Source: an optimization exercise on an open RTL-to-GDS flow (aim: small area, a short achievable clock period and few clock cycles per item). Production flows keep margins and buffers that such runs may drop. Function was checked by simulation only, so behaviour that the tests miss may differ from the original. Power figures rest on the tool's default switching activity, not on a simulated workload.

==> flow/config.mk <==
export PLATFORM = sky130hd
export DESIGN_NAME = buddy_block_allocator
export DESIGN_NICKNAME = buddy_block_allocator
export VERILOG_FILES = /design/flow/design.v
export SDC_FILE = /design/flow/constraint.sdc
export NUM_CORES = 4
export LEC_CHECK = 0
export CAP_MARGIN = 20
export CELL_PAD_IN_SITES_DETAIL_PLACEMENT = 1
export CELL_PAD_IN_SITES_GLOBAL_PLACEMENT = 2
export CORE_MARGIN = 2
export CORE_UTILIZATION = 25
export SLEW_MARGIN = 20
==> flow/constraint.sdc <==
create_clock -name core_clock -period 10.0 [get_ports {i_clk}]
set_input_delay 2.0000 -clock core_clock [delete_from_list [all_inputs] [get_ports {i_clk}]]
set_output_delay 2.0000 -clock core_clock [all_outputs]
set_load 0.01 [all_outputs]
==> flow/design.v <==
`timescale 1ns / 1ps
package bba_pkg;
    localparam logic [1:0] ST_DONE   = 2'd0;
    localparam logic [1:0] ST_REJECT = 2'd1;
    localparam logic [1:0] ST_NOMEM  = 2'd2;
endpackage
`timescale 1ns / 1ps
`timescale 1ns / 1ps
module bba_pe #(
    parameter int W = 8
) (
    input  logic [(1<<W)-1:0] i_v,
    output logic              o_any,
    output logic [W-1:0]      o_idx
);
    localparam int N = 1 << W;
    logic [2*N-1:1]   an;
    logic [2*N*W-1:0] ix;
    genvar h;
    generate
        for (h = N; h < 2 * N; h++) begin : g_leaf
            assign an[h]          = i_v[h-N];
            assign ix[h*W +: W]   = W'(h - N);
        end
        for (h = N - 1; h >= 1; h--) begin : g_node
            assign an[h]        = an[2*h] | an[2*h+1];
            assign ix[h*W +: W] = an[2*h] ? ix[(2*h)*W +: W] : ix[(2*h+1)*W +: W];
        end
    endgenerate
    assign o_any = an[1];
    assign o_idx = ix[W +: W];
endmodule
`timescale 1ns / 1ps
module buddy_block_allocator (
    input  logic        i_clk,
    input  logic        i_rst_n,
    input  logic        i_in_valid,
    output logic        o_in_ready,
    input  logic [33:0] i_in_data,
    output logic        o_out_valid,
    input  logic        i_out_ready,
    output logic [17:0] o_out_data
);
    logic [255:1] r_s;
    logic [255:0] r_a;
    logic       r_v;     
    logic       r_clr;   
    logic       r_op;    
    logic       r_rej;   
    logic [8:0] r_ge;    
    logic       r_rok;   
    logic [7:0] r_g;     
    logic        r_hv, r_tv;
    logic [10:0] r_hd, r_td;
    logic [16:0] in_n;
    logic [8:0]  in_ge;
    logic        accept, go;
    assign in_n = i_in_data[32:16];
    always_comb begin
        for (int m = 8; m <= 16; m++) begin
            in_ge[m-8] = (in_n <= 17'((1 << m) - 32));
        end
    end
    assign go         = r_v & !r_tv;
    assign o_in_ready = !r_clr & (!r_v | !r_tv);
    assign accept     = i_in_valid & o_in_ready;
    logic [511:1] fv;      
    logic [8:0]   any_l;   
    logic [71:0]  gl;      
    genvar h, m;
    generate
        for (h = 1; h < 512; h++) begin : g_fv
            localparam int W  = $clog2(h + 1) - 1;         
            localparam int FG = (h - (1 << W)) << (8 - W);  
            if (h == 1) begin : g_root
                assign fv[h] = !r_s[1] && !r_a[0];
            end else if (h < 256) begin : g_inner
                assign fv[h] = r_s[h/2] && !r_s[h] && !r_a[FG];
            end else begin : g_grain
                assign fv[h] = r_s[h/2] && !r_a[FG];
            end
        end
        for (m = 8; m < 16; m++) begin : g_lvl
            logic [15-m:0] idx;
            bba_pe #(.W(16 - m)) u_pe (
                .i_v   (fv[(2 << (16 - m)) - 1 : (1 << (16 - m))]),
                .o_any (any_l[m-8]),
                .o_idx (idx)
            );
            assign gl[(m-8)*8 +: 8] = 8'(idx) << (m - 8);
        end
    endgenerate
    assign any_l[8]  = fv[1];
    assign gl[64 +: 8] = 8'd0;
    logic [8:0] cand, below, lsel;
    logic       found;
    logic [7:0] g_al;
    always_comb begin
        cand  = any_l & r_ge;
        found = |cand;
        below[0] = 1'b0;
        for (int i = 1; i < 9; i++) below[i] = below[i-1] | cand[i-1];
        lsel = cand & ~below;
        g_al = '0;
        for (int i = 0; i < 9; i++) g_al = g_al | (lsel[i] ? gl[i*8 +: 8] : 8'd0);
    end
    logic [16:8] s_anc;   
    logic [15:8] bf;      
    generate
        for (m = 9; m <= 16; m++) begin : g_anc
            localparam int W = 16 - m;
            if (W == 0) begin : g_root
                assign s_anc[m] = r_s[1];
            end else begin : g_node
                logic [(1<<W)-1:0] sl;
                assign sl = r_s[(2 << W) - 1 : (1 << W)];
                assign s_anc[m] = sl[r_g[7 -: W]];
            end
        end
        for (m = 8; m < 16; m++) begin : g_bud
            localparam int W = 16 - m;
            logic [W-1:0] bi;
            assign bi = r_g[7 -: W] ^ W'(1);
            if (m == 8) begin : g_grain
                assign bf[m] = !r_a[bi];
            end else begin : g_node
                logic [(1<<W)-1:0] sl, aa;
                assign sl = r_s[(2 << W) - 1 : (1 << W)];
                for (genvar i = 0; i < (1 << W); i++) begin : g_aa
                    assign aa[i] = r_a[i << (m - 8)];
                end
                assign bf[m] = !sl[bi] && !aa[bi];
            end
        end
    endgenerate
    logic [16:9] en_rel;
    always_comb begin
        logic run;
        run = 1'b1;
        for (int i = 9; i <= 16; i++) begin
            run = run & (!s_anc[i] | bf[i-1]);
            en_rel[i] = s_anc[i] & run;
        end
    end
    logic       alloc_go, rel_go, val_s, en_a;
    logic [16:9] en_s;
    logic [7:0] gu;
    assign alloc_go = go && !r_op && !r_rej && found;
    assign rel_go   = go && r_op && r_rok && r_a[r_g];
    assign val_s    = !r_op && !r_clr;
    assign en_a     = r_clr || alloc_go || rel_go;
    assign gu       = (r_op || r_clr) ? r_g : g_al;
    always_comb begin
        for (int i = 9; i <= 16; i++) begin
            en_s[i] = r_clr || (alloc_go && r_ge[i-9] && !below[i-8]) || (rel_go && en_rel[i]);
        end
    end
    generate
        for (h = 1; h < 256; h++) begin : g_su
            localparam int W = $clog2(h + 1) - 1;
            always_ff @(posedge i_clk) begin
                if (en_s[16-W] && (gu >> (8 - W)) == 8'(h - (1 << W))) begin
                    r_s[h] <= val_s;
                end
            end
        end
        for (h = 0; h < 256; h++) begin : g_au
            always_ff @(posedge i_clk) begin
                if (en_a && gu == 8'(h)) begin
                    r_a[h] <= val_s;
                end
            end
        end
    endgenerate
    always_ff @(posedge i_clk) begin
        if (!i_rst_n) begin
            r_v   <= 1'b0;
            r_clr <= 1'b1;
            r_g   <= '0;
        end else begin
            if (accept) begin
                r_v <= 1'b1;
            end else if (go) begin
                r_v <= 1'b0;
            end
            if (r_clr) begin
                r_g <= r_g + 1'b1;
                if (r_g == 8'hff) begin
                    r_clr <= 1'b0;
                end
            end else if (accept) begin
                r_g <= i_in_data[15:8];
            end
        end
        if (accept) begin
            r_op  <= i_in_data[33];
            r_rej <= (in_n == '0) || (in_n > 17'd65536);
            r_ge  <= in_ge;
            r_rok <= (i_in_data[7:0] == 8'h20);
        end
    end
    logic [10:0] res;
    logic        ok;
    logic [1:0]  st;
    assign ok  = !r_op && !r_rej && found;
    assign st  = r_op ? bba_pkg::ST_DONE : r_rej ? bba_pkg::ST_REJECT :
                 found ? bba_pkg::ST_DONE : bba_pkg::ST_NOMEM;
    assign res = {st, ok ? g_al : 8'd0, ok};
    always_ff @(posedge i_clk) begin
        if (!i_rst_n) begin
            r_hv <= 1'b0;
            r_tv <= 1'b0;
        end else if (r_tv) begin
            if (i_out_ready) begin
                r_tv <= 1'b0;
            end
        end else if (!r_hv || i_out_ready) begin
            r_hv <= go;
        end else if (go) begin
            r_tv <= 1'b1;
        end
    end
    always_ff @(posedge i_clk) begin
        if (r_tv) begin
            if (i_out_ready) begin
                r_hd <= r_td;
            end
        end else if (!r_hv || i_out_ready) begin
            r_hd <= res;
        end else if (go) begin
            r_td <= res;
        end
    end
    assign o_out_valid = r_hv;
    assign o_out_data  = {r_hd[10:1], 2'b00, r_hd[0], 5'd0};
endmodule
==> flow/run.sh <==
#!/bin/bash
# synth_recipe.tcl (not shown) runs the flow's synth.tcl, then flattens the netlist and writes it again
# the make line also repeats each setting of config.mk as NAME=value (left out here)
make -C /OpenROAD-flow-scripts/flow DESIGN_CONFIG=/design/flow/config.mk WORK_HOME=/design/flow/orfs CLKGATE_MAP_FILE= SYNTH_SCRIPT=/design/flow/synth_recipe.tcl finish
==> out/metrics.csv, run 1 <==
metric;value;unit
# resized after CTS;0;
Starting Density;25.2;%
HP Class;register to register;
Final nets;3827;
kind of critical path;register to register;
vias in the first global route;36700;
CTS Buf Count;73;
DR DRC count;0;
Worst Path Max Fanout;42;
most frequent cells in the layout;edfxtp_1, nor2_1, nor4_1;
TritonCTS clock tree;built;
hold_sp;r_v;
share of cells above drive strength 1;17.0;%
f_max;138;MHz
number of nets still failing antenna checks after routing;0;
overall global routing resource usage;24.2;%
Distinct cells, synth;122;
Tot Pwr;5.78;mW
Synth Instances;3901;
drt first pass iters;8;
Worst Path Arrival;7.58;ns
ys flop type;edfxtp_1;
Setup crit start kind;register;
Clock Tree Root;clkbuf_16;
final setup TNS;0;ns
fin crit period;7.22;ns
WHS Path Cells;2;
initial antenna violation count;9;
area post-placement;43600;sq um
Rows;148;
commonest non-fill, non-tap cell in the layout;edfxtp_1;
Worst Path Required;10.36;ns
max-cap violation count;0;
EDFF count, synth;545;
RSZ-0062 raised after global routing;false;
final setup vio count;0;
post-DP HPWL;148000;um
max-slew violations;0;
status;finished clean;
Worst Reg2Reg Path Length in Cells;11;
pre-CTS WS;3.00;ns
Die Span Y;409;um
Post-Syn Area per Cell;10.5;sq um
IO Pins;58;
number of buffers inserted by hold repair at cts;0;
Longest Clk Path Bufs;3;
Syn. warnings;1;
Hold Fails Final Rpt;0;
routed vias/inst;6.22;
worst-skew pair later-pin latency;0.72;ns
reg-to-reg setup timing slack;2.78;ns
Leak;13.8;nW
Tcrit/Tclk final;72.2;%
IR drop worst, VDD;0.109;mV
die width;409;um
WL/cell;34.4;um
register area share after synthesis;40.5;%
Max transition margin;11.2;%
PortBufs;50;
first-pass GRT wire length;293000;um
H-tree level count;3;
CP Capture Type;register;
Power Dens Cells;126;nW/um^2
final instance area;46100;sq um
largest net degree at the start of global routing;224;
1st-iter DRT viols;4451;
post-route setup slack;2.78;ns
Die ar.;167000;sq um
post-synthesis register bit count;557;
sink of the worst hold path;r_v;
worst r2r src;r_a[16];
core footprint;163000;sq um
grt ovf;0;
setup bufs post-CTS;0;
worst slew pin tran;1.33;ns
clock transition at the registers of the reported paths;0.06;ns
final WL;207000;um
P&R area growth vs syn;12.3;%
worst-case clock skew;0.0499;ns
R2R Path End;r_a[148];
post-synthesis instance area;41000;sq um
Vias;37500;
CTS Sinks;557;
ys async rst share;0;%
RePlAce Congestion;0.999;
report_power, final:
| part | leakage, nW | internal [mW] | switching, mW |
|---|---|---|---|
| Sequential | 5.26 | 2.53 | 0.0239 |
| Combinational | 7.37 | 0.149 | 0.290 |
| Clock | 1.18 | 1.64 | 1.15 |
critical path, stage by stage (launching register included):
cell	delay, ns
edfxtp_1	0.80
nand2_1	0.23
a2111oi_4	0.65
nand4_1	0.41
nor2_1	0.80
a41oi_2	0.62
o211ai_1	0.28
o221ai_2	0.18
o22ai_4	0.46
buf_4	0.75
nand3_2	1.06
nor3_1	0.53
Yosys cell counts, types with 40 or more instances:
master    instances  area [sq um]
edfxtp_1        545         16400
nor2_1          375          1410
nor4_1          261          1630
nand2_1         251           942
mux4_2          241          5430
nor3_1          221          1110
o22ai_1         165          1030
clkbuf_1        146           548
inv_1           132           495
buf_2           112           561
a21boi_0         89           668
a21oi_1          87           435
o21ai_0          81           405
a22oi_1          75           563
mux2i_1          58           581
nand2b_1         54           338
and2_1           41           257
nand3_1          40           200
layer usage:
| layer | wire (um) | share of wire [%] | global-route usage (%) |
|---|---|---|---|
| met1 | 92300 | 45 | 34.1 |
| met2 | 92200 | 44 | 37.1 |
| met3 | 14100 | 6.8 | 3.44 |
| met4 | 8580 | 4.1 | 9.55 |
| met5 | 36 | 0.017 | 0 |
metrics by stage:
stage | hold WS (ns) | std cells | utilization (%)
after floorplan | 0.463 | 3907 | -
after detailed placement | 0.495 | 5888 | 26.8
after CTS | 0.503 | 6022 | 28.3
after global placement | 0.477 | 5888 | 26.8
final | 0.502 | 6025 | 28.3
after global routing | 0.539 | 6023 | 28.3
worst max path at each step:
stage                     cells past startpoint  endpoint    start
after floorplan                               8  r_s[162]     r_op
after global placement                       11  r_a[192]   r_a[0]
after detailed placement                     11   r_a[32]  r_a[56]
after CTS                                    11  r_a[148]  r_a[64]
after global routing                         11   r_a[32]   r_a[0]
final                                        11  r_a[148]  r_a[16]
cell families (layout without fill, tap and decap cells):
| family | Yosys count | count (layout) | share of synthesized area, % |
|---|---|---|---|
| and+or+nand+nor | 1527 | 1527 | 20.1 |
| AOI/OAI and AO/OA | 1015 | 1015 | 18.9 |
| DFF | 557 | 557 | 40.5 |
| buffers and inverters | 471 | 411 | 5.06 |
| muxes | 327 | 327 | 15.4 |
| xor gates and xnor gates | 2 | 2 | 0.0427 |
| adders and majority gates | 1 | 1 | 0.0305 |
| other | 1 | 10 | 0.00914 |
registers in the layout, indices dropped and copies added (netlist names), 8 cells and up:
register and count:
r_ge 9, r_hd 11, r_td 11, r_a 256, r_s 255, r_g 8
cell type report:
class | instances | area, sq um
Clock inverter | 34 | 363
Sequential cell | 557 | 16600
Tap cell | 2175 | 2720
Inverter | 136 | 518
Timing Repair Buffer | 141 | 1230
Fill cell | 18100 | 117000
Clock buffer | 100 | 2090
Antenna cell | 3 | 7.51
Multi-Input combinational cell | 2879 | 22500
Testbench counts, summed over its fixed seeds: cycles 4,016, items 4,000.
==> run 2: changes to the inputs <==
--- a/flow/design.v
+++ b/flow/design.v
@@ -104,33 +104,21 @@
         g_al = '0;
         for (int i = 0; i < 9; i++) g_al = g_al | (lsel[i] ? gl[i*8 +: 8] : 8'd0);
     end
-    logic [16:8] s_anc;   
-    logic [15:8] bf;      
-    generate
-        for (m = 9; m <= 16; m++) begin : g_anc
+    logic [1:0]  a_pair;   
+    logic        a_self;
+    logic [15:8] bf;       
+    assign a_pair[0] = r_a[{r_g[7:1], 1'b0}];
+    assign a_pair[1] = r_a[{r_g[7:1], 1'b1}];
+    assign a_self    = r_g[0] ? a_pair[1] : a_pair[0];
+    assign bf[8]     = !(r_g[0] ? a_pair[0] : a_pair[1]);
+    generate
+        for (m = 9; m < 16; m++) begin : g_bud
             localparam int W = 16 - m;
-            if (W == 0) begin : g_root
-                assign s_anc[m] = r_s[1];
-            end else begin : g_node
-                logic [(1<<W)-1:0] sl;
-                assign sl = r_s[(2 << W) - 1 : (1 << W)];
-                assign s_anc[m] = sl[r_g[7 -: W]];
-            end
-        end
-        for (m = 8; m < 16; m++) begin : g_bud
-            localparam int W = 16 - m;
-            logic [W-1:0] bi;
-            assign bi = r_g[7 -: W] ^ W'(1);
-            if (m == 8) begin : g_grain
-                assign bf[m] = !r_a[bi];
-            end else begin : g_node
-                logic [(1<<W)-1:0] sl, aa;
-                assign sl = r_s[(2 << W) - 1 : (1 << W)];
-                for (genvar i = 0; i < (1 << W); i++) begin : g_aa
-                    assign aa[i] = r_a[i << (m - 8)];
-                end
-                assign bf[m] = !sl[bi] && !aa[bi];
-            end
+            logic [(1<<W)-1:0] nfa;
+            for (genvar i = 0; i < (1 << W); i++) begin : g_nfa
+                assign nfa[i] = !r_s[(1 << W) + i] && !r_a[i << (m - 8)];
+            end
+            assign bf[m] = nfa[r_g[7 -: W] ^ W'(1)];
         end
     endgenerate
     logic [16:9] en_rel;
@@ -138,15 +126,15 @@
         logic run;
         run = 1'b1;
         for (int i = 9; i <= 16; i++) begin
-            run = run & (!s_anc[i] | bf[i-1]);
-            en_rel[i] = s_anc[i] & run;
+            run = run & bf[i-1];
+            en_rel[i] = run;
         end
     end
     logic       alloc_go, rel_go, val_s, en_a;
     logic [16:9] en_s;
     logic [7:0] gu;
     assign alloc_go = go && !r_op && !r_rej && found;
-    assign rel_go   = go && r_op && r_rok && r_a[r_g];
+    assign rel_go   = go && r_op && r_rok && a_self;
     assign val_s    = !r_op && !r_clr;
     assign en_a     = r_clr || alloc_go || rel_go;
     assign gu       = (r_op || r_clr) ? r_g : g_al;
@@ -155,18 +143,31 @@
             en_s[i] = r_clr || (alloc_go && r_ge[i-9] && !below[i-8]) || (rel_go && en_rel[i]);
         end
     end
+    logic [15:0] dhi;
+    always_comb begin
+        for (int i = 0; i < 16; i++) dhi[i] = (gu[7:4] == 4'(i));
+    end
     generate
         for (h = 1; h < 256; h++) begin : g_su
             localparam int W = $clog2(h + 1) - 1;
+            localparam int J = h - (1 << W);
+            logic sel;
+            if (W > 4) begin : g_lo
+                assign sel = dhi[J >> (W - 4)] && en_s[16-W] && (gu[3 -: W-4] == (W-4)'(J));
+            end else if (W > 0) begin : g_hi
+                assign sel = en_s[16-W] && (gu[7 -: W] == W'(J));
+            end else begin : g_root
+                assign sel = en_s[16];
+            end
             always_ff @(posedge i_clk) begin
-                if (en_s[16-W] && (gu >> (8 - W)) == 8'(h - (1 << W))) begin
+                if (sel) begin
                     r_s[h] <= val_s;
                 end
             end
         end
         for (h = 0; h < 256; h++) begin : g_au
             always_ff @(posedge i_clk) begin
-                if (en_a && gu == 8'(h)) begin
+                if (en_a && dhi[h >> 4] && gu[3:0] == 4'(h)) begin
                     r_a[h] <= val_s;
                 end
             end
--- a/flow/config.mk
+++ b/flow/config.mk
@@ -9,5 +9,6 @@
 export CELL_PAD_IN_SITES_DETAIL_PLACEMENT = 1
 export CELL_PAD_IN_SITES_GLOBAL_PLACEMENT = 2
 export CORE_MARGIN = 2
-export CORE_UTILIZATION = 25
+export CORE_UTILIZATION = 50
+export SETUP_SLACK_MARGIN = 4
 export SLEW_MARGIN = 20
==> run 2 against run 1 <==
  * Sequential power hardly changed
  * Register-to-register slack better by 1.2 ns
  * Highest routed layer unchanged
  * Area after synthesis is 12% lower
  * Clock power is 6% lower
==> out/metrics.csv, run 2 <==
metric;value;unit
most frequent cells in the layout;edfxtp_1, nor2_1, nor3_1;
post-synthesis instance area;36100;sq um
Synth Instances;3553;
Worst Path Arrival;6.36;ns
Post-synth top cells;edfxtp_1, nor2_1, nor3_1;
number of flip-flops in the largest register;256;
commonest non-fill, non-tap cell in the layout;edfxtp_1;
Die ar.;74500;sq um
Sw Pwr;1.36;mW
Worst Path Required;10.30;ns
drt first pass iters;8;
final setup vio count;0;
Longest Clk Path Bufs;3;
IO Pins;58;
EDFF count, synth;545;
fin cells;4515;
core footprint;71500;sq um
critical path cell sequence;buf_4 > nand3_1 > o22ai_1 > a211oi_1 > a21oi_1 > a22o_1 > and2_1 > a21o_1 > a211o_1 > nand2_2 > buf_4 > nor4_1;
post-synthesis compound-gate area fraction;20.9;%
first-pass GRT wire length;243000;um
CTS Sinks;557;
Util after Layout;55.8;%
Yosys top cell area share;45.3;%
Worst path slowest cell;nand3_1;
IR drop worst, VDD;0.141;mV
final setup TNS;0;ns
Synth area leader;edfxtp_1;
ys async rst share;0;%
vias in the first global route;33600;
CP Capture Type;register;
Crit path max-delay family;simple AND/OR/NAND/NOR gates;
clock power share;47.8;%
Starting Density;50.6;%
P&R area growth vs syn;10.3;%
most frequent cell after synthesis;edfxtp_1;
worst-case clock skew;0.0337;ns
routed vias/inst;7.71;
Leak;12.1;nW
largest net degree at the start of global routing;226;
worst slew pin tran;1.24;ns
Gate power share;5.8;%
register area share after synthesis;45.9;%
Switching Fraction;24.7;%
Critical Path Max Stage Delay;0.88;ns
status;finished clean;
Power Dens Cells;137;nW/um^2
Distinct cells, synth;111;
post-synthesis register bit count;557;
Simple-Gate Fraction of Synth Area;20.3;%
Clock Tree Root;clkbuf_16;
Placed Instances;4370;
largest family of logic cells by synthesized area;compound AO/OA/AOI/OAI gates;
Tcrit/Tclk final;60.6;%
Reg power frac;46.4;%
final WL;171000;um
initial antenna violation count;14;
largest register by flop count;r_a;
number of buffers inserted by hold repair at cts;0;
WL/cell;37.9;um
post-synthesis xor/xnor area fraction;0.0242;%
Rows;98;
Final nets;3549;
overall global routing resource usage;45.3;%
multiplexer share of the synthesized area;8.31;%
max-slew violations;0;
Setup crit start kind;register;
max-cap violation count;0;
number of nets still failing antenna checks after routing;0;
DR DRC count;0;
Max transition margin;17.1;%
biggest registers after layout;r_a (256), r_s (255);
Hold Fails Final Rpt;0;
Internal;4.12;mW
kind of critical path;register to register;
Synth Area in Adders;0.0346;%
Worst Path Max Fanout;32;
die width;273;um
TritonCTS clock tree;built;
HP Class;register to register;
1st-iter DRT viols;5424;
top cells by area, synth;edfxtp_1, mux4_2, nor2_1;
Syn. warnings;1;
RePlAce Congestion;1.08;
f_max;165;MHz
Die Span Y;273;um
CTS Buf Count;69;
worst-skew pair later-pin latency;0.65;ns
post-DP HPWL;119000;um
RSZ-0062 raised after global routing;true;
Vias;34800;
fin crit period;6.06;ns
PortBufs;50;
clock transition at the registers of the reported paths;0.06;ns
crit path buf inv count;2;
Post-Syn Area per Cell;10.2;sq um
ys flop type;edfxtp_1;
grt ovf;0;
H-tree level count;3;
CP most frequent cell;buf_4;
share of cells above drive strength 1;12.6;%
## run 2: kinds of logic after synthesis
group / Yosys count
simple gates: 1456
compound gates: 1000
flops: 557
buf+inv: 372
mux: 165
fa+ha+maj: 1
other cells: 1
xor+xnor: 1
## run 2: worst reg2reg max path, delay by kind of cell (launching register included)
family	cells	cell delay (ns)
buf+inv	2	0.99
flops	1	0.59
compound gates	6	1.98
simple gates	4	2.15
## run 2: final cells by class
type | instances | area [sq um]
sequential | 557 | 16600
antenna | 1 | 2.50
inverter | 113 | 432
clock inverter | 44 | 512
tap | 950 | 1190
fill | 7712 | 31600
timing repair buffer | 136 | 1160
clock buffer | 81 | 1790
multi-input combinational | 2633 | 18200
## run 2: per-layer routing
| metal | global-route usage [%] | up-vias | part of all wire (%) |
|---|---|---|---|
| li1 | - | 14000 | - |
| met1 | 60.8 | 17500 | 38 |
| met2 | 64.6 | 2707 | 42 |
| met3 | 15.2 | 555 | 14 |
| met4 | 24.2 | 12 | 6.4 |
| met5 | 0 | - | 0.050 |
## run 2: per-stage QoR
stage	hold slack (ns)	power (mW)	worst slack, ns	instance area [sq um]
3_3_place_gp	0.478	2.87	3.62	37300
5_1_grt	0.550	5.54	3.93	39900
6_report	0.514	5.48	3.94	39900
3_5_place_dp	0.504	2.87	3.52	37300
2_1_floorplan	0.463	2.73	5.34	36200
4_1_cts	0.513	5.45	4.02	39700
## run 2: worst paths after layout
check	startpoint	endpoint	slack [ns]	cells past startpoint
setup / recovery	r_g[2]	r_a[129]	3.94	12
hold / removal	r_v	r_v	0.51	2
setup reg to reg	r_g[2]	r_a[129]	3.94	12
hold reg to reg	r_v	r_v	0.51	2
## run 2: power groups by stage
stage | sequential (mW) | combinational, mW | clock, mW
after floorplan | 2.58 | 0.156 | 0
after global placement | 2.59 | 0.280 | 0
after detailed placement | 2.59 | 0.283 | 0
after CTS | 2.54 | 0.294 | 2.62
after global routing | 2.54 | 0.314 | 2.69
final | 2.54 | 0.316 | 2.62
## run 2: timing repair
action,4_1_cts,5_1_grt
gates resized for setup,12,8
pin swaps,4,2
cloned,3,0
setup buffers,5,11
endpoints found under the setup margin,414,378
Testbench counts of run 2, summed over its fixed seeds: cycles 4,016, items 4,000.
==> run 3: changes to the inputs <==
--- a/flow/config.mk
+++ b/flow/config.mk
@@ -5,6 +5,7 @@
 export SDC_FILE = /design/flow/constraint.sdc
 export NUM_CORES = 4
 export LEC_CHECK = 0
+export ABC_AREA = 1
 export CAP_MARGIN = 20
 export CELL_PAD_IN_SITES_DETAIL_PLACEMENT = 1
 export CELL_PAD_IN_SITES_GLOBAL_PLACEMENT = 2
==> run 3 against run 2 <==
  * Utilization down 0.50 points
  * Power is 2.9% lower
  * Fmax up 2.8%
  * Via count increased by 0.13%
  * Routed wire length is 7.4% lower
  * First-iteration DRC count fell by 5.7%
  * Global-route usage fell by 0.90 points
  * Highest routed layer unchanged
==> out/metrics.csv, run 3 <==
metric;value;unit
ys flop type;edfxtp_1;
RePlAce Congestion;1.08;
Final nets;4465;
GRT met2 Usage;67.0;%
first-pass GRT wire length;228000;um
final setup TNS;0;ns
HP Class;register to register;
final WL;159000;um
overall global routing resource usage;44.4;%
post-route setup slack;4.10;ns
Yosys top cell area share;47.5;%
most frequent cells in the layout;nand2_1, nor2_1, edfxtp_1;
ys async rst share;0;%
register area share after synthesis;48.2;%
Syn. warnings;1;
Worst Path Max Fanout;52;
vias in the first global route;33900;
max-cap violation count;0;
CP Capture Type;register;
Synth Instances;4435;
top cells by area, synth;edfxtp_1, nand2_1, nor2_1;
DR DRC count;0;
status;finished clean;
IR drop worst, VDD;0.212;mV
post-DP HPWL;109000;um
CTS Sinks;557;
die width;266;um
met3 Track Usage GR;9.00;%
PortBufs;50;
TritonCTS clock tree;built;
commonest non-fill, non-tap cell in the layout;nand2_1;
Tot Pwr;5.32;mW
Die ar.;71000;sq um
Vias;34800;
most frequent cell after synthesis;nand2_1;
Die Span Y;266;um
Starting Density;50.4;%
Hold Fails Final Rpt;0;
Most Crowded Layer GR;met2;
post-synthesis register bit count;557;
Power Dens Cells;141;nW/um^2
Setup crit start kind;register;
setup bufs post-CTS;0;
P&R area growth vs syn;9.66;%
Synth area leader;edfxtp_1;
Rows;96;
Worst Path Required;10.25;ns
core footprint;68300;sq um
Post-Syn Area per Cell;7.77;sq um
number of flip-flops in the largest register;256;
drt first pass iters;8;
kind of critical path;register to register;
IO Pins;58;
H-tree level count;3;
Worst Reg2Reg Path Length in Cells;14;
routing usage on met1;58.5;%
EDFF count, synth;545;
Distinct cells, synth;62;
worst-case clock skew;0.0373;ns
RSZ-0062 raised after global routing;false;
initial antenna violation count;5;
Longest Clk Path Bufs;3;
largest net degree at the start of global routing;223;
clock transition at the registers of the reported paths;0.06;ns
worst slew pin tran;1.29;ns
CTS Buf Count;68;
share of cells above drive strength 1;6.48;%
Leak;14.3;nW
Tcrit/Tclk final;59.0;%
f_max;169;MHz
fin crit period;5.90;ns
routed vias/inst;6.50;
worst-skew pair later-pin latency;0.64;ns
number of nets still failing antenna checks after routing;0;
final instance area;37800;sq um
Post-synth top cells;nand2_1, nor2_1, edfxtp_1;
WHS Path Cells;2;
Util after Layout;55.3;%
pre-CTS WS;3.98;ns
final setup vio count;0;
WL/cell;29.6;um
Max transition margin;13.7;%
grt ovf;0;
biggest registers after layout;r_a (256), r_s (255);
max-slew violations;0;
post-synthesis instance area;34400;sq um
largest register by flop count;r_a;
1st-iter DRT viols;5116;
area post-placement;35600;sq um
Clock Tree Root;clkbuf_16;
Worst Path Arrival;6.15;ns
==> run 3: changes by cell type after synthesis, sizes merged, moves of 66 or more <==
cell / delta
a21boi: -108
a21oi: +136
a22oi: -74
inv: +218
mux4: -107
nand2: +845
nand2b: -66
nand3: +267
nand4: +73
nor2: +562
nor3: -252
nor4: -151
o21ai: +296
o22ai: -119
==> run 3: final cells by class <==
class,count,area (sq um)
fill,8428,30600
sequential,557,16600
multi-input combinational,3362,15700
clock buffer,85,1790
inverter,331,1250
tap,882,1100
timing repair buffer,106,948
clock inverter,34,325
antenna,1,2.50
==> run 3: power breakdown <==
part	leakage [nW]	internal, mW	switching [mW]
clock	1.03	1.40	1.05
combinational	8.05	0.0814	0.249
sequential	5.25	2.53	0.0157
==> run 3: critical path, stage by stage, from the launching register on <==
cell,delay [ns]
dfxtp_4,0.70
buf_6,0.52
buf_4,0.59
o21ai_0,0.23
o21ai_0,0.22
nand2_1,0.07
nand3_1,0.25
a21oi_1,0.24
nand3_1,0.36
nand3_1,0.16
a21boi_2,0.42
nor2_1,0.13
nand2_4,0.53
nand4_4,0.40
nor2_1,0.59
==> run 3: final timing paths <==
path	startpoint	slack [ns]	end
worst min register to register	r_td[6]	0.53	r_hd[6]
worst max register to register	r_g[2]	4.10	r_a[199]
worst min-delay path	r_td[6]	0.53	r_hd[6]
worst max-delay path	r_g[2]	4.10	r_a[199]
==> run 3: per-layer routing <==
layer / share of wire (%) / up-vias
li1: - / 15100
met1: 38 / 17000
met2: 43 / 2222
met3: 12 / 500
met4: 7.1 / 6
met5: 0.026 / -
==> run 3: what timing repair did <==
item | 4_1_cts | 5_1_grt
endpoints found under the setup margin | 1 | 204
hold buffers | 0 | 0
gates resized for setup | 1 | 6
==> run 3: kinds of logic after synthesis <==
kind of cell / share of synthesized area, %
AND/OR/NAND/NOR: 31.6
multiplexers: 0.0291
XOR/XNOR: 0.0254
buffers and inverters: 6.35
adder cells (fa/ha/maj): 0.0363
flip-flops: 48.2
AO/OA/AOI/OAI: 13.7
other: 0.0109
==> run 3: metrics by stage <==
step,hold slack (ns),std cells
floorplan,0.491,4441
global placement,0.499,5238
detailed placement,0.510,5238
CTS,0.530,5357
global route,0.558,5357
finish,0.529,5358
==> run 4: changes to the inputs <==
--- a/flow/config.mk
+++ b/flow/config.mk
@@ -11,5 +11,5 @@
 export CELL_PAD_IN_SITES_GLOBAL_PLACEMENT = 2
 export CORE_MARGIN = 2
 export CORE_UTILIZATION = 50
-export SETUP_SLACK_MARGIN = 4
+export SETUP_SLACK_MARGIN = 5
 export SLEW_MARGIN = 20
==> run 4 against run 3 <==
  * Final area grew 2.9%
  * First-iteration DRC count hardly changed
  * Worst hold slack about the same
  * Sequential share of layout area decreased by 1.2 points
  * Via count rose by 1.4%
  * Synthesized cell count stayed put
  * Flip-flop and latch count stayed put
  * Cell count grew 1.3%
  * Critical path type unchanged
==> out/metrics.csv, run 4 <==
metric;value;unit
overall global routing resource usage;44.7;%
status;finished clean;
Tcrit/Tclk final;51.0;%
reg-to-reg setup timing slack;4.90;ns
Die Span Y;266;um
1st-iter DRT viols;5119;
worst-skew pair later-pin latency;0.64;ns
CP Capture Type;register;
clock transition at the registers of the reported paths;0.06;ns
Internal;4.02;mW
Clock Tree Root;clkbuf_16;
P&R area growth vs syn;12.9;%
CTS Sinks;557;
max-cap violation count;0;
Yosys top cell area share;47.5;%
core footprint;68300;sq um
Power Dens Cells;138;nW/um^2
Starting Density;50.4;%
Reg power frac;47.5;%
kind of critical path;register to register;
worst-case clock skew;0.0353;ns
HP Class;register to register;
register area share after synthesis;48.2;%
Worst Path Arrival;5.41;ns
worst slew pin tran;1.14;ns
post-synthesis register bit count;557;
most frequent cells in the layout;nand2_1, nor2_1, edfxtp_1;
Max transition margin;23.5;%
WHS Path Cells;2;
Gate power share;6.6;%
max-slew violations;0;
PortBufs;50;
Rows;96;
multi-input combinational cell area;16100;sq um
DR DRC count;0;
first-pass GRT wire length;230000;um
f_max;196;MHz
number of nets still failing antenna checks after routing;0;
Synth area leader;edfxtp_1;
ys flop type;edfxtp_1;
Filler Cell Count;8380;
number of buffers inserted by hold repair at cts;0;
Hold Fails Final Rpt;0;
Worst Reg2Reg Path Length in Cells;17;
Die ar.;71000;sq um
Sw Pwr;1.33;mW
Syn. warnings;1;
grt ovf;0;
EDFF count, synth;545;
vias in the first global route;34100;
post-DP HPWL;109000;um
Util after Layout;56.9;%
final setup vio count;0;
largest net degree at the start of global routing;223;
TritonCTS clock tree;built;
Worst Path Max Fanout;52;
worst r2r src;r_g[2];
Setup crit start kind;register;
top cells by area, synth;edfxtp_1, nand2_1, nor2_1;
clock power share;45.9;%
most frequent cell after synthesis;nand2_1;
post-synthesis instance area;34400;sq um
number of flip-flops in the largest register;256;
final WL;162000;um
biggest registers after layout;r_a (256), r_s (255);
register area;16600;sq um
Post-Syn Area per Cell;7.77;sq um
routed vias/inst;6.51;
R2R Path End;r_s[95];
Distinct cells, synth;62;
RePlAce Congestion;1.08;
CTS Buf Count;68;
share of cells above drive strength 1;8.63;%
largest register by flop count;r_a;
fin crit period;5.10;ns
Crit. Startpoint;r_g[2];
drt first pass iters;5;
Final nets;4532;
final setup TNS;0;ns
WL/cell;29.9;um
H-tree level count;3;
die width;266;um
IR drop worst, VDD;0.212;mV
commonest non-fill, non-tap cell in the layout;nand2_1;
Synth Instances;4435;
initial antenna violation count;3;
Worst Path Required;10.31;ns
IO Pins;58;
Post-synth top cells;nand2_1, nor2_1, edfxtp_1;
Vias;35300;
Leak;14.8;nW
CP endpoint;r_s[95];
ys async rst share;0;%
Switching Fraction;24.8;%
RSZ-0062 raised after global routing;true;
Longest Clk Path Bufs;3;
[run 4: routing by layer]
layer  up-vias  routed length (um)  global-route usage (%)
met4         4               11900                    28.0
met3       530               19000                    9.21
li1      15300                   -                       -
met5         -                  27                       0
met1     17300               61200                    59.1
met2      2228               70000                    67.4
[run 4: power groups by stage]
| stage | clock network, mW | registers, mW | logic (mW) |
|---|---|---|---|
| 2_1_floorplan | 0 | 2.58 | 0.185 |
| 3_3_place_gp | 0 | 2.59 | 0.307 |
| 3_5_place_dp | 0 | 2.59 | 0.312 |
| 4_1_cts | 2.44 | 2.54 | 0.333 |
| 5_1_grt | 2.51 | 2.54 | 0.371 |
| 6_report | 2.45 | 2.54 | 0.355 |
[run 4: final cells by class]
cell class	count	share of cell area, %
clock buffer	85	4.60
timing repair buffer	171	4.31
tap	882	2.84
antenna	1	0.00644
clock inverter	34	0.837
sequential	557	42.7
inverter	331	3.25
multi-input combinational	3364	41.4
[run 4: critical path, stage by stage, from the launching register on]
cell	delay, ns
dfxtp_4	0.63
buf_8	0.42
buf_8	0.38
a21oi_1	0.07
o21ai_0	0.09
o21ai_0	0.11
nand2_1	0.07
nand3_1	0.24
a21oi_2	0.38
nand3_1	0.37
nand3_1	0.21
nand2_1	0.07
nor2_1	0.23
nand2_1	0.10
nand3_1	0.40
buf_4	0.40
nand4_1	0.26
nor2_1	0.22
[run 4: cell families after synthesis]
group / share of synthesized area [%]
XOR/XNOR: 0.0254
buffers and inverters: 6.35
AO/OA/AOI/OAI: 13.7
multiplexers: 0.0291
other: 0.0109
flip-flops: 48.2
adder cells (fa/ha/maj): 0.0363
AND/OR/NAND/NOR: 31.6
[run 4: worst min path at each step]
| stage | slack [ns] | end | start |
|---|---|---|---|
| global route | 0.56 | r_hd[0] | r_td[0] |
| detailed placement | 0.51 | r_hd[0] | r_td[0] |
| floorplan | 0.49 | r_hd[9] | r_td[9] |
| global placement | 0.50 | r_hd[3] | r_td[3] |
| finish | 0.53 | r_hd[6] | r_td[6] |
| CTS | 0.53 | r_hd[0] | r_td[0] |
[run 4: timing repair]
item | 4_1_cts | 5_1_grt
gates resized for setup | 57 | 37
setup buffers | 17 | 48
cloned | 0 | 2
endpoints found under the setup margin | 498 | 462
pin swaps | 4 | 11
[run 4: stage by stage]
step / area (sq um) / hold WS (ns) / power (mW) / worst slack [ns] / cells
floorplan: 34500 / 0.491 / 2.76 / 5.51 / 4441
global placement: 35600 / 0.499 / 2.90 / 4.15 / 5238
detailed placement: 35600 / 0.510 / 2.90 / 3.98 / 5238
CTS: 38200 / 0.530 / 5.31 / 5.02 / 5374
global route: 38900 / 0.558 / 5.41 / 4.85 / 5424
finish: 38900 / 0.529 / 5.35 / 4.90 / 5425
==> run 5: changes to the inputs <==
--- a/flow/config.mk
+++ b/flow/config.mk
@@ -10,6 +10,6 @@
 export CELL_PAD_IN_SITES_DETAIL_PLACEMENT = 1
 export CELL_PAD_IN_SITES_GLOBAL_PLACEMENT = 2
 export CORE_MARGIN = 2
-export CORE_UTILIZATION = 50
+export CORE_UTILIZATION = 55
 export SETUP_SLACK_MARGIN = 5
 export SLEW_MARGIN = 20
==> run 5 against run 4 <==
  * The flow now stops in global placement without I/O (3_1_place_gp_skip_io)
  * Synthesized cell count is the same
  * Area after synthesis did not move
==> out/metrics.csv, run 5 <==
metric;value;unit
Stop Error;[ERROR GPL-0301] Utilization 107.892 % exceeds 100%.;
Post-Syn Area per Cell;7.77;sq um
Post-synth top cells;nand2_1, nor2_1, edfxtp_1;
Distinct cells, synth;62;
most frequent cell after synthesis;nand2_1;
top cells by area, synth;edfxtp_1, nand2_1, nor2_1;
ys flop type;edfxtp_1;
Rows;91;
Exit stage;global placement without I/O (3_1_place_gp_skip_io);
ys async rst share;0;%
post-synthesis register bit count;557;
Synth Instances;4435;
Syn. warnings;1;
status;did not finish;
Yosys top cell area share;47.5;%
register area share after synthesis;48.2;%
Starting Density;55.7;%
Die Span Y;254;um
die width;254;um
EDFF count, synth;545;
post-synthesis instance area;34400;sq um
Synth area leader;edfxtp_1;
-- run 5: cells by family after synthesis --
logic type	share of synthesized area, %
other	0.0109
XOR/XNOR	0.0254
AO/OA/AOI/OAI	13.7
AND/OR/NAND/NOR	31.6
multiplexers	0.0291
buffers and inverters	6.35
flip-flops	48.2
adder cells (fa/ha/maj)	0.0363
==> run 6: changes to the inputs <==
--- a/flow/config.mk
+++ b/flow/config.mk
@@ -10,6 +10,7 @@
 export CELL_PAD_IN_SITES_DETAIL_PLACEMENT = 1
 export CELL_PAD_IN_SITES_GLOBAL_PLACEMENT = 2
 export CORE_MARGIN = 2
-export CORE_UTILIZATION = 55
+export CORE_UTILIZATION = 50
+export CTS_BUF_LIST = sky130_fd_sc_hd__clkbuf_8
 export SETUP_SLACK_MARGIN = 5
-export SLEW_MARGIN = 20
+export SLEW_MARGIN = 30
==> run 6 against run 5 <==
  * Now clean on timing, DRC and antenna
  * Synthesized cell count stayed put
  * Area after synthesis stayed put
==> out/metrics.csv, run 6 <==
metric;value;unit
status;finished clean;
grt ovf;0;
pre-CTS WS;4.01;ns
CTS Buf Count;101;
PortBufs;50;
overall global routing resource usage;44.5;%
kind of critical path;register to register;
max-slew violations;0;
WL/cell;29.4;um
post-synthesis instance area;34400;sq um
Final nets;4567;
RePlAce Congestion;1.08;
Synth Instances;4435;
multi-input combinational cell area;16100;sq um
Crit path max-delay family;simple AND/OR/NAND/NOR gates;
core footprint;68300;sq um
Internal;3.83;mW
Switching Fraction;26.2;%
TritonCTS clock tree;built;
RSZ-0062 raised after global routing;true;
Post-synth top cells;nand2_1, nor2_1, edfxtp_1;
Filler Cell Count;8429;
crit path buf inv count;3;
first-pass GRT wire length;229000;um
top cells by area, synth;edfxtp_1, nand2_1, nor2_1;
Critical Path Max Stage Delay;0.64;ns
Syn. warnings;1;
commonest non-fill, non-tap cell in the layout;nand2_1;
clock transition at the registers of the reported paths;0.07;ns
final setup vio count;0;
Setup crit start kind;register;
fin crit period;5.00;ns
largest net degree at the start of global routing;223;
Worst path slowest cell;dfxtp_4;
ys flop type;edfxtp_1;
Vias;35700;
Util after Layout;56.8;%
critical path cell sequence;buf_8 > buf_8 > a21oi_1 > o21ai_0 > o21ai_0 > nand2_1 > nand3_1 > a21oi_2 > nand3_1 > nand3_1 > nand2_1 > nor2_1 > nand2_1 > nand3_2 > buf_4 > nand4_1 > nor2_1;
Rows;96;
post-DP HPWL;109000;um
ys async rst share;0;%
final WL;162000;um
IR drop worst, VDD;0.129;mV
worst slew pin tran;1.14;ns
Clock Tree Root;clkbuf_8;
register area share after synthesis;48.2;%
EDFF count, synth;545;
Worst Path Max Fanout;52;
Tcrit/Tclk final;50.0;%
Tot Pwr;5.18;mW
Placed Instances;5238;
clock power share;44.1;%
Sw Pwr;1.36;mW
final setup TNS;0;ns
Max transition margin;23.2;%
share of cells above drive strength 1;9.48;%
Worst Reg2Reg Path Length in Cells;17;
reg-to-reg setup timing slack;5.00;ns
Reg power frac;49.0;%
most frequent cell after synthesis;nand2_1;
Synth area leader;edfxtp_1;
CP Capture Type;register;
vias in the first global route;34200;
Post-Syn Area per Cell;7.77;sq um
P&R area growth vs syn;12.8;%
largest register by flop count;r_a;
Leak;15.0;nW
f_max;200;MHz
WHS Path Cells;2;
Distinct cells, synth;62;
Worst Path Required;10.44;ns
CTS Sinks;557;
biggest registers after layout;r_a (256), r_s (255);
Yosys top cell area share;47.5;%
R2R Path End;r_s[94];
register area;16600;sq um
Power Dens Cells;133;nW/um^2
Hold Fails Final Rpt;0;
fin cells;5497;
post-synthesis register bit count;557;
worst-case clock skew;0.0307;ns
initial antenna violation count;4;
number of flip-flops in the largest register;256;
Gate power share;6.9;%
number of nets still failing antenna checks after routing;0;
Die ar.;71000;sq um
max-cap violation count;0;
post-route setup slack;5.00;ns
worst-skew pair later-pin latency;0.75;ns
Longest Clk Path Bufs;3;
Die Span Y;266;um
Starting Density;50.4;%
most frequent cells in the layout;nand2_1, nor2_1, edfxtp_1;
IO Pins;58;
hold_sp;r_td[6];
drt first pass iters;5;
H-tree level count;3;
routed vias/inst;6.50;
die width;266;um
DR DRC count;0;
HP Class;register to register;
Worst Path Arrival;5.44;ns
worst r2r src;r_g[2];
1st-iter DRT viols;4874;
sink of the worst hold path;r_hd[6];
## run 6: cell counts after synthesis
Identical to the previous run, type by type.
## run 6: logic make-up (layout without fill, tap and decap cells)
| group | after synthesis | after routing | synth area share [%] |
|---|---|---|---|
| multiplexers | 1 | 1 | 0.0291 |
| adder cells (fa/ha/maj) | 1 | 1 | 0.0363 |
| buffers and inverters | 522 | 690 | 6.35 |
| AND/OR/NAND/NOR | 2533 | 2535 | 31.6 |
| AO/OA/AOI/OAI | 819 | 819 | 13.7 |
| other | 1 | 11 | 0.0109 |
| XOR/XNOR | 1 | 1 | 0.0254 |
| flip-flops | 557 | 557 | 48.2 |
## run 6: final cells by class
class	count	share of cell area, %
Antenna cell	4	0.0258
Clock buffer	108	3.83
Clock inverter	78	1.44
Inverter	331	3.26
Multi-Input combinational cell	3364	41.4
Sequential cell	557	42.8
Tap cell	882	2.84
Timing Repair Buffer	173	4.42
## run 6: worst max path at each step
stage / start / to / slack (ns) / cells past startpoint
6_report: r_g[2] / r_s[94] / 5.00 / 17
5_1_grt: r_a[80] / r_a[7] / 4.95 / 19
3_5_place_dp: r_g[2] / r_a[241] / 4.01 / 14
3_3_place_gp: r_g[2] / r_a[241] / 4.15 / 14
4_1_cts: r_a[176] / r_a[202] / 4.84 / 19
2_1_floorplan: r_op / r_s[154] / 5.51 / 9
## run 6: power by group through the flow
stage          Clock (mW)  Sequential, mW  Combinational (mW)
6_report             2.29            2.54               0.356
5_1_grt              2.38            2.54               0.369
4_1_cts              2.29            2.54               0.325
3_5_place_dp            0            2.59               0.313
3_3_place_gp            0            2.59               0.307
2_1_floorplan           0            2.58               0.185
## run 6: worst reg2reg max path: cells and delay by family, from the launching register on
kind                   cells  cell delay (ns)
buffers and inverters      3             1.26
DFF                        1             0.64
and+or+nand+nor           10             2.14
AOI/OAI and AO/OA          4             0.67
## run 6: through the flow
stage | area, sq um | hold WS [ns]
after floorplan | 34500 | 0.491
after global placement | 35600 | 0.499
after detailed placement | 35600 | 0.508
after CTS | 38100 | 0.528
after global routing | 38800 | 0.560
final | 38800 | 0.527
## run 6: routing by layer
layer  up-vias  GRT usage (%)  part of all wire (%)
met5         -              0                 0.027
met3       581           9.71                    12
met2      2445           66.3                    43
met4         6           29.1                   7.4
met1     17400           58.6                    38
li1      15400              -                     -
## run 6: repair_timing
item                                    CTS  global route
gates cloned                              0             2
endpoints found under the setup margin  491           458
pin swaps                                 5            13
hold buffers                              0             0
buffers inserted                         21            46
resized for setup                        43            46
==> run 7: changes to the inputs <==
==> flow/flow/run.sh (new file) <==
#!/bin/bash
set -euo pipefail
MARGIN=6.0
sed -E "s/SETUP_SLACK_MARGIN=[0-9.]+/SETUP_SLACK_MARGIN=${MARGIN}/" standard.sh > standard_margin.sh
grep -q "SETUP_SLACK_MARGIN=${MARGIN}" standard_margin.sh
bash standard_margin.sh > layout.log 2>&1
==> flow/standard.sh (new file) <==
#!/bin/bash
# synth_recipe.tcl (not shown) runs the flow's synth.tcl, then flattens the netlist and writes it again
# the make line also repeats each setting of config.mk as NAME=value (left out here)
make -C /OpenROAD-flow-scripts/flow DESIGN_CONFIG=/design/flow/config.mk WORK_HOME=/design/flow/orfs CLKGATE_MAP_FILE= SYNTH_SCRIPT=/design/flow/synth_recipe.tcl "${@:-finish}"
removed: flow/run.sh
==> run 7 against run 6 <==
  * Non-clock buffer count rose by 251
  * First-iteration DRC count rose by 39%
  * Combinational power rose by 36%
  * Count of clock-buffer cells in the layout fell by 10
  * Sequential share of layout area fell by 4.3 points
  * Clock skew rose by 0.037 ns
  * Flip-flop and latch count did not move
  * Final area rose by 11%
  * Global-route usage rose by 4.4 points
  * Register-to-register slack improved by 0.097 ns
  * Via count rose by 11%
  * Routed wire length rose by 17%
  * Largest power group unchanged
==> out/metrics.csv, run 7 <==
metric;value;unit
Syn. warnings;1;
ys async rst share;0;%
max-cap violation count;0;
number of flip-flops in the largest register;256;
largest net degree at the start of global routing;134;
register area;16600;sq um
hold slack;0.527;ns
Post-Syn Area per Cell;7.77;sq um
core footprint;68300;sq um
TritonCTS clock tree;built;
Worst Reg2Reg Path Length in Cells;14;
fin cells;5756;
Clock Tree Root;clkbuf_8;
Leak;16.8;nW
Met3 Routed Length;29900;um
initial antenna violation count;15;
RePlAce Congestion;1.08;
Worst Path Required;10.49;ns
worst-case clock skew;0.0676;ns
worst r2r src;r_a[200];
WHS Path Cells;2;
H-tree level count;3;
fin crit period;4.91;ns
Post-synth top cells;nand2_1, nor2_1, edfxtp_1;
hold_sp;r_td[10];
HP Class;register to register;
Synth area leader;edfxtp_1;
final setup TNS;0;ns
ys flop type;edfxtp_1;
Final nets;4821;
wire length on met1;64000;um
largest register by flop count;r_a;
Filler Cell Count;8153;
most frequent cells in the layout;nand2_1, nor2_1, edfxtp_1;
Crit. Startpoint;r_a[200];
final WL;190000;um
Worst Path Arrival;5.40;ns
pre-CTS WS;3.90;ns
kind of critical path;register to register;
WL/cell;33.0;um
routed vias/inst;6.88;
post-synthesis register bit count;557;
worst slew pin tran;1.24;ns
EDFF count, synth;545;
post-synthesis instance area;34400;sq um
1st-iter DRT viols;6770;
Rows;96;
CTS Buf Count;98;
Longest Clk Path Bufs;3;
Util after Layout;63.2;%
final instance area;43200;sq um
post-DP HPWL;112000;um
Die Span Y;266;um
Worst path slowest cell;o21ai_0;
area post-placement;35700;sq um
WL met2;77400;um
commonest non-fill, non-tap cell in the layout;nand2_1;
IR drop worst, VDD;0.154;mV
number of nets still failing antenna checks after routing;0;
most frequent cell after synthesis;nand2_1;
overall global routing resource usage;48.9;%
DR DRC count;0;
Worst Path Max Fanout;14;
Yosys top cell area share;47.5;%
post-route setup slack;5.09;ns
Placed Instances;5242;
Hold Fails Final Rpt;0;
drt first pass iters;9;
biggest registers after layout;r_a (256), r_s (255);
RSZ-0062 raised after global routing;true;
register area share after synthesis;48.2;%
multi-input combinational cell area;17600;sq um
die width;266;um
top layer used by detailed routing;met5;
clock transition at the registers of the reported paths;0.07;ns
Max transition margin;16.9;%
IO Pins;58;
grt ovf;0;
Starting Density;50.4;%
Tcrit/Tclk final;49.1;%
status;finished clean;
PortBufs;50;
CP Capture Type;register;
Power Dens Cells;123;nW/um^2
Distinct cells, synth;62;
share of cells above drive strength 1;18.8;%
Synth Instances;4435;
P&R area growth vs syn;25.4;%
Critical Path Max Stage Delay;0.96;ns
vias in the first global route;36800;
top cells by area, synth;edfxtp_1, nand2_1, nor2_1;
max-slew violations;0;
Vias;39600;
CTS Sinks;557;
f_max;204;MHz
Tot Pwr;5.32;mW
Die ar.;71000;sq um
worst-skew pair later-pin latency;0.81;ns
final setup vio count;0;
first-pass GRT wire length;250000;um
number of buffers inserted by hold repair at cts;0;
Setup crit start kind;register;
critical path cell sequence;nor2_1 > o21ai_0 > nand2_1 > inv_1 > nand2_1 > o21ai_0 > a21oi_1 > o2111ai_2 > nand4_1 > o21ai_4 > buf_12 > nand3_4 > buf_6 > nor2_1;
[run 7: layout make-up]
| type | count | share of cell area (%) |
|---|---|---|
| Sequential cell | 557 | 38.5 |
| Inverter | 331 | 3.01 |
| Timing Repair inverter | 1 | 0.0174 |
| Timing Repair Buffer | 424 | 10.4 |
| Antenna cell | 11 | 0.0638 |
| Tap cell | 882 | 2.56 |
| Clock inverter | 83 | 1.48 |
| Multi-Input combinational cell | 3369 | 40.8 |
| Clock buffer | 98 | 3.12 |
[run 7: metal layers]
metal | GRT usage (%) | up-vias
met5 | 0.416 | -
met4 | 34.5 | 16
met3 | 16.7 | 1181
met2 | 71.5 | 3525
met1 | 60.5 | 19000
li1 | - | 15900
[run 7: kinds of logic (layout without fill, tap and decap cells)]
| family | Yosys count | count (layout) | synth area share [%] |
|---|---|---|---|
| fa+ha+maj | 1 | 1 | 0.0363 |
| buf+inv | 522 | 937 | 6.35 |
| other cells | 1 | 18 | 0.0109 |
| simple gates | 2533 | 2540 | 31.6 |
| compound gates | 819 | 819 | 13.7 |
| xor+xnor | 1 | 1 | 0.0254 |
| flops | 557 | 557 | 48.2 |
| mux | 1 | 1 | 0.0291 |
[run 7: repair_timing]
item / in CTS / in global routing
pin swaps: 41 / 102
gates resized for setup: 286 / 270
setup buffers: 164 / 139
cloned: 11 / 8
setup endpoints to repair: 532 / 521
[run 7: report_power, final]
group	total [mW]	leakage (nW)	internal, mW	switching, mW
sequential	2.54	5.25	2.53	0.00923
clock	2.30	1.08	1.16	1.14
combinational	0.484	10.5	0.140	0.344
[run 7: worst paths after layout]
kind / endpoint / slack (ns)
worst max-delay path: r_s[131] / 5.09
worst min-delay path: r_hd[10] / 0.53
worst max register to register: r_s[131] / 5.09
worst min register to register: r_hd[10] / 0.53
[run 7: worst max-delay path: cells and delay by family (launching register included)]
| family | cells | cell delay [ns] |
|---|---|---|
| compound gates | 5 | 2.18 |
| simple gates | 6 | 1.23 |
| buf+inv | 3 | 0.73 |
| flops | 1 | 0.47 |
==> run 8: changes to the inputs <==
==> flow/flow/run.sh (replaced) <==
#!/bin/bash
set -euo pipefail
MARGIN=5.7
sed -E "s/SETUP_SLACK_MARGIN=[0-9.]+/SETUP_SLACK_MARGIN=${MARGIN}/" standard.sh > standard_margin.sh
grep -q "SETUP_SLACK_MARGIN=${MARGIN}" standard_margin.sh
bash standard_margin.sh > layout.log 2>&1
==> run 8 against run 7 <==
  * Still clean
  * Clock power is essentially flat
  * Routed wire length fell by 7.9%
  * Global-route usage shrank 1.9 points
  * Register-to-register slack better by 0.49 ns
  * First-iteration DRC count fell by 10%
  * Sequential share of layout area grew 1.9 points
  * Critical path depth up 7
  * Worst hold slack better by 0.0021 ns
  * Count of clock-buffer cells in the layout is the same
  * Non-clock buffer count shrank 108
  * Largest cell class unchanged
  * Highest routed layer unchanged
==> out/metrics.csv, run 8 <==
metric;value;unit
status;finished clean;
Starting Density;50.4;%
die width;266;um
Yosys top cell area share;47.5;%
final WL;175000;um
Longest Clk Path Bufs;3;
HP Class;register to register;
most frequent cell after synthesis;nand2_1;
max-slew violations;0;
largest register by flop count;r_a;
Syn. warnings;1;
Post-Syn Area per Cell;7.77;sq um
1st-iter DRT viols;6062;
post-synthesis register bit count;557;
DR DRC count;0;
Clock Tree Root;clkbuf_8;
Rows;96;
Critical Path Max Stage Delay;0.50;ns
Power Dens Cells;127;nW/um^2
Post-synth top cells;nand2_1, nor2_1, edfxtp_1;
worst-skew pair later-pin latency;0.81;ns
Distinct cells, synth;62;
worst-case clock skew;0.0613;ns
Vias;37300;
post-route setup slack;5.59;ns
Final nets;4711;
IR drop worst, VDD;0.122;mV
Worst Path Required;10.50;ns
worst slew pin tran;1.09;ns
Worst Path Arrival;4.91;ns
core footprint;68300;sq um
Setup crit start kind;register;
max-cap violation count;0;
CTS Sinks;557;
biggest registers after layout;r_a (256), r_s (255);
final instance area;41200;sq um
ys flop type;edfxtp_1;
drt first pass iters;6;
CTS Buf Count;98;
routed vias/inst;6.61;
Util after Layout;60.2;%
Placed Instances;5242;
number of flip-flops in the largest register;256;
RSZ-0062 raised after global routing;false;
Crit path max-delay family;simple AND/OR/NAND/NOR gates;
commonest non-fill, non-tap cell in the layout;nand2_1;
fin cells;5639;
critical path cell sequence;buf_4 > nor2_1 > nand2_1 > nand2_1 > nor2_1 > nand2_2 > inv_1 > nand2_1 > a21oi_1 > nand2_1 > o21ai_0 > nand3_1 > nand3_1 > nor2_2 > nand4_4 > a21oi_4 > buf_4 > buf_16 > nand4_4 > buf_4 > nor2_2;
area post-placement;35700;sq um
Synth area leader;edfxtp_1;
pre-CTS WS;3.90;ns
ys async rst share;0;%
share of cells above drive strength 1;14.3;%
Worst path slowest cell;edfxtp_1;
number of nets still failing antenna checks after routing;0;
P&R area growth vs syn;19.5;%
Tcrit/Tclk final;44.1;%
post-synthesis instance area;34400;sq um
Leak;15.9;nW
post-DP HPWL;112000;um
overall global routing resource usage;47.0;%
Worst Path Max Fanout;9;
number of buffers inserted by hold repair at cts;0;
hold slack;0.529;ns
TritonCTS clock tree;built;
final setup TNS;0;ns
crit path buf inv count;5;
f_max;227;MHz
Hold Fails Final Rpt;0;
Max transition margin;27.4;%
initial antenna violation count;9;
Tot Pwr;5.22;mW
IO Pins;58;
final setup vio count;0;
grt ovf;0;
EDFF count, synth;545;
CP most frequent cell;nand2_1;
kind of critical path;register to register;
H-tree level count;3;
CP Capture Type;register;
WL/cell;31.0;um
largest net degree at the start of global routing;134;
Die ar.;71000;sq um
first-pass GRT wire length;241000;um
PortBufs;50;
Die Span Y;266;um
top cells by area, synth;edfxtp_1, nand2_1, nor2_1;
fin crit period;4.41;ns
clock transition at the registers of the reported paths;0.07;ns
RePlAce Congestion;1.08;
most frequent cells in the layout;nand2_1, nor2_1, edfxtp_1;
Synth Instances;4435;
vias in the first global route;35500;
register area share after synthesis;48.2;%
==> run 8: area by class of cell <==
| cell class | count | area (sq um) |
|---|---|---|
| antenna | 4 | 10.0 |
| clock buffer | 98 | 1350 |
| clock inverter | 83 | 638 |
| fill | 8296 | 27200 |
| inverter | 331 | 1280 |
| multi-input combinational | 3367 | 16800 |
| sequential | 557 | 16600 |
| tap | 882 | 1100 |
| timing repair buffer | 316 | 3340 |
| timing repair inverter | 1 | 7.51 |
==> run 8: routing by layer <==
| metal | share of wire, % | track usage [%] | vias up |
|---|---|---|---|
| li1 | - | - | 15700 |
| met1 | 36 | 59.6 | 18000 |
| met2 | 42 | 69.2 | 2812 |
| met3 | 14 | 14.2 | 809 |
| met4 | 8.5 | 31.8 | 8 |
| met5 | 0.033 | 0 | - |
==> run 8: power breakdown <==
part	switching (mW)	internal, mW
sequential	0.00580	2.53
clock	1.11	1.16
combinational	0.310	0.108
==> run 8: kinds of logic (layout without fill, tap and decap cells) <==
| kind of cell | Yosys count | in the layout | synth area share [%] |
|---|---|---|---|
| flip-flops | 557 | 557 | 48.2 |
| multiplexers | 1 | 1 | 0.0291 |
| AND/OR/NAND/NOR | 2533 | 2538 | 31.6 |
| adder cells (fa/ha/maj) | 1 | 1 | 0.0363 |
| other | 1 | 11 | 0.0109 |
| buffers and inverters | 522 | 829 | 6.35 |
| AO/OA/AOI/OAI | 819 | 819 | 13.7 |
| XOR/XNOR | 1 | 1 | 0.0254 |
==> run 8: worst paths after layout <==
| kind | slack [ns] | cells past startpoint | start | to |
|---|---|---|---|---|
| max | 5.59 | 21 | r_a[200] | r_a[151] |
| min | 0.53 | 2 | r_td[10] | r_hd[10] |
| max reg2reg | 5.59 | 21 | r_a[200] | r_a[151] |
| min reg2reg | 0.53 | 2 | r_td[10] | r_hd[10] |
==> run 8: worst min-delay path, delay by kind of cell, from the launching register on <==
family	cells	cell delay (ns)
AND/OR/NAND/NOR	2	0.10
flip-flops	1	0.32
==> run 8: what timing repair did <==
item,4_1_cts,5_1_grt
cloned,5,7
setup endpoints to repair,529,521
pin swaps,19,30
resized for setup,160,133
buffers inserted,116,83
==> run 9: changes to the inputs <==
--- a/flow/config.mk
+++ b/flow/config.mk
@@ -10,7 +10,7 @@
 export CELL_PAD_IN_SITES_DETAIL_PLACEMENT = 1
 export CELL_PAD_IN_SITES_GLOBAL_PLACEMENT = 2
 export CORE_MARGIN = 2
-export CORE_UTILIZATION = 50
+export CORE_UTILIZATION = 44
 export CTS_BUF_LIST = sky130_fd_sc_hd__clkbuf_8
 export SETUP_SLACK_MARGIN = 5
 export SLEW_MARGIN = 30
==> run 9 against run 8 <==
  * Highest routed layer unchanged
  * Largest power group unchanged
  * Count of clock-buffer cells in the layout is 5 higher
  * Largest cell class unchanged
  * Clock skew down 0.012 ns
  * Routed wire length about the same
==> out/metrics.csv, run 9 <==
metric;value;unit
ys flop type;edfxtp_1;
pre-CTS WS;3.58;ns
Die ar.;80500;sq um
share of cells above drive strength 1;14.3;%
top cells by area, synth;edfxtp_1, nand2_1, nor2_1;
Switching Fraction;26.9;%
vias in the first global route;34600;
Clock Tree Root;clkbuf_8;
overall global routing resource usage;41.7;%
number of flip-flops in the largest register;256;
Worst Reg2Reg Path Length in Cells;18;
max-slew violations;0;
Die Span Y;284;um
CP Capture Type;register;
post-synthesis register bit count;557;
grt ovf;0;
PortBufs;50;
Rows;102;
Yosys top cell area share;47.5;%
Internal;3.84;mW
kind of critical path;register to register;
fin cells;5799;
clock transition at the registers of the reported paths;0.07;ns
Longest Clk Path Bufs;3;
Reg power frac;48.2;%
Starting Density;44.5;%
Crit. Startpoint;r_a[64];
Power Dens Cells;126;nW/um^2
worst r2r src;r_a[64];
Synth area leader;edfxtp_1;
first-pass GRT wire length;244000;um
Leak;16.0;nW
CTS Sinks;557;
Hold Fails Final Rpt;0;
1st-iter DRT viols;4839;
post-synthesis instance area;34400;sq um
Gate power share;8.2;%
P&R area growth vs syn;20.7;%
register area share after synthesis;48.2;%
Post-synth top cells;nand2_1, nor2_1, edfxtp_1;
post-route setup slack;5.61;ns
Sw Pwr;1.41;mW
Syn. warnings;1;
final setup TNS;0;ns
ys async rst share;0;%
worst slew pin tran;1.00;ns
status;finished clean;
RSZ-0062 raised after global routing;false;
clock power share;43.6;%
initial antenna violation count;5;
biggest registers after layout;r_a (256), r_s (255);
die width;284;um
TritonCTS clock tree;built;
H-tree level count;3;
core footprint;77500;sq um
Vias;36300;
routed vias/inst;6.26;
drt first pass iters;6;
worst-case clock skew;0.0496;ns
WL/cell;30.2;um
Worst Path Max Fanout;19;
RePlAce Congestion;1.04;
EDFF count, synth;545;
CTS Buf Count;101;
Final nets;4706;
final setup vio count;0;
Synth Instances;4435;
max-cap violation count;0;
largest net degree at the start of global routing;248;
number of nets still failing antenna checks after routing;0;
IR drop worst, VDD;0.106;mV
worst-skew pair later-pin latency;0.77;ns
Post-Syn Area per Cell;7.77;sq um
Worst Path Arrival;4.84;ns
CP endpoint;r_s[112];
fin crit period;4.39;ns
Placed Instances;5399;
most frequent cells in the layout;nand2_1, nor2_1, edfxtp_1;
commonest non-fill, non-tap cell in the layout;nand2_1;
Setup crit start kind;register;
f_max;228;MHz
DR DRC count;0;
final WL;175000;um
R2R Path End;r_s[112];
reg-to-reg setup timing slack;5.61;ns
hold slack;0.527;ns
largest register by flop count;r_a;
HP Class;register to register;
IO Pins;58;
Worst Path Required;10.46;ns
Distinct cells, synth;62;
Tcrit/Tclk final;43.9;%
most frequent cell after synthesis;nand2_1;
Max transition margin;33.3;%
post-DP HPWL;114000;um
[run 9: how the worst min path moves through the flow]
stage          depth (start not counted)  slack, ns    start  endpoint
2_1_floorplan                          2       0.49  r_td[9]   r_hd[9]
3_3_place_gp                           2       0.50  r_td[6]   r_hd[6]
3_5_place_dp                           2       0.51  r_td[3]   r_hd[3]
4_1_cts                                2       0.53  r_td[3]   r_hd[3]
5_1_grt                                2       0.56  r_td[7]   r_hd[7]
6_report                               2       0.53  r_td[3]   r_hd[3]
[run 9: what timing repair did]
item / 4_1_cts / 5_1_grt
buffers inserted: 110 / 83
setup endpoints to repair: 528 / 511
gates resized for setup: 176 / 156
cloned: 6 / 5
hold buffers: 0 / 0
pin swaps: 27 / 38
[run 9: metal layers]
layer / global-route usage, % / vias to the layer above / routed length [um]
met2: 61.2 / 2184 / 74000
li1: - / 15600 / -
met1: 55.6 / 17900 / 68700
met4: 25.2 / 4 / 12600
met3: 10.2 / 574 / 19800
met5: 0 / - / 70
[run 9: worst max-delay path, stage by stage (launching register included)]
cell and delay (ns):
edfxtp_1 0.46, buf_4 0.23, nor2_1 0.12, o21ai_2 0.25
nand3_2 0.17, or2_2 0.36, nor2_4 0.16, nand2_1 0.08
nand2_1 0.09, inv_1 0.09, nand4_1 0.14, inv_1 0.09
nand3_1 0.11, nand4_1 0.24, o21ai_4 0.29, buf_8 0.31
nand2_2 0.37, buf_4 0.35, nor2_1 0.16
[run 9: kinds of logic after synthesis]
kind of cell / Yosys count / synth area share, %
other: 1 / 0.0109
adders and majority gates: 1 / 0.0363
DFF: 557 / 48.2
AOI/OAI and AO/OA: 819 / 13.7
xor gates and xnor gates: 1 / 0.0254
buffers and inverters: 522 / 6.35
and+or+nand+nor: 2533 / 31.6
muxes: 1 / 0.0291
[run 9: power groups by stage]
stage	Combinational, mW	Sequential [mW]	Clock [mW]
2_1_floorplan	0.185	2.58	0
3_5_place_dp	0.328	2.59	0
4_1_cts	0.373	2.54	2.29
3_3_place_gp	0.324	2.59	0
6_report	0.429	2.53	2.29
5_1_grt	0.441	2.53	2.39
[run 9: area by class of cell]
| class | count | area (sq um) |
|---|---|---|
| clock inverter | 87 | 613 |
| sequential | 557 | 16600 |
| timing repair buffer | 308 | 3310 |
| antenna | 5 | 12.5 |
| clock buffer | 103 | 1420 |
| multi-input combinational | 3368 | 17000 |
| inverter | 331 | 1300 |
| tap | 1040 | 1300 |
| fill | 9419 | 35900 |
[run 9: per-stage QoR]
stage | util (%) | area [sq um] | power [mW]
after detailed placement | 46.3 | 35900 | 2.92
after global routing | 53.7 | 41600 | 5.36
after CTS | 51.7 | 40100 | 5.20
after floorplan | - | 34500 | 2.76
final | 53.7 | 41600 | 5.25
after global placement | 46.3 | 35800 | 2.92

static timing again, ports no longer ideal:
The results above use ideal ports. As a check the final layouts listed here were re-extracted and re-timed, cells and wires unchanged.
Step 1: set_driving_cell puts a clkbuf_16 on i_clk and a buf_2 on each other input, an assumption about the parent block.
Step 2 times the ports against the registers' clock, not the clock port: input delays grow and output delays shrink by t, the midpoint of the rising clock arrivals with the driver on.
a / b / c = no drivers / after step 1 / after step 2; a / b = the first two.
run | shift t [ns] | setup WS [ns] | worst hold slack (ns) | worst setup path after step 2 | clock arrival spread, ns
run 1 | 0.783 | 2.777 / 2.777 / 2.777 | 0.502 / 0.502 / 0.502 | register to register | 0.050 / 0.050
run 2 | 0.708 | 3.935 / 3.935 / 3.935 | 0.514 / 0.514 / 0.514 | register to register | 0.033 / 0.034
run 3 | 0.690 | 4.099 / 4.099 / 4.099 | 0.529 / 0.529 / 0.529 | register to register | 0.037 / 0.038
run 4 | 0.691 | 4.905 / 4.905 / 4.905 | 0.529 / 0.529 / 0.529 | register to register | 0.035 / 0.036
run 6 | 0.800 | 4.997 / 4.997 / 4.997 | 0.527 / 0.527 / 0.527 | register to register | 0.031 / 0.030
run 7 | 0.845 | 5.094 / 5.094 / 5.094 | 0.527 / 0.527 / 0.527 | register to register | 0.067 / 0.068
run 8 | 0.844 | 5.587 / 5.587 / 5.365 | 0.529 / 0.529 / 0.529 | input to register | 0.062 / 0.062
run 9 | 0.821 | 5.614 / 5.614 / 5.614 | 0.527 / 0.527 / 0.527 | register to register | 0.050 / 0.049
After both steps every run listed still meets setup and hold. For run 8, which loses most, drivers alone change the setup slack by 0.000 ns; drivers and shift together by -0.222 ns.
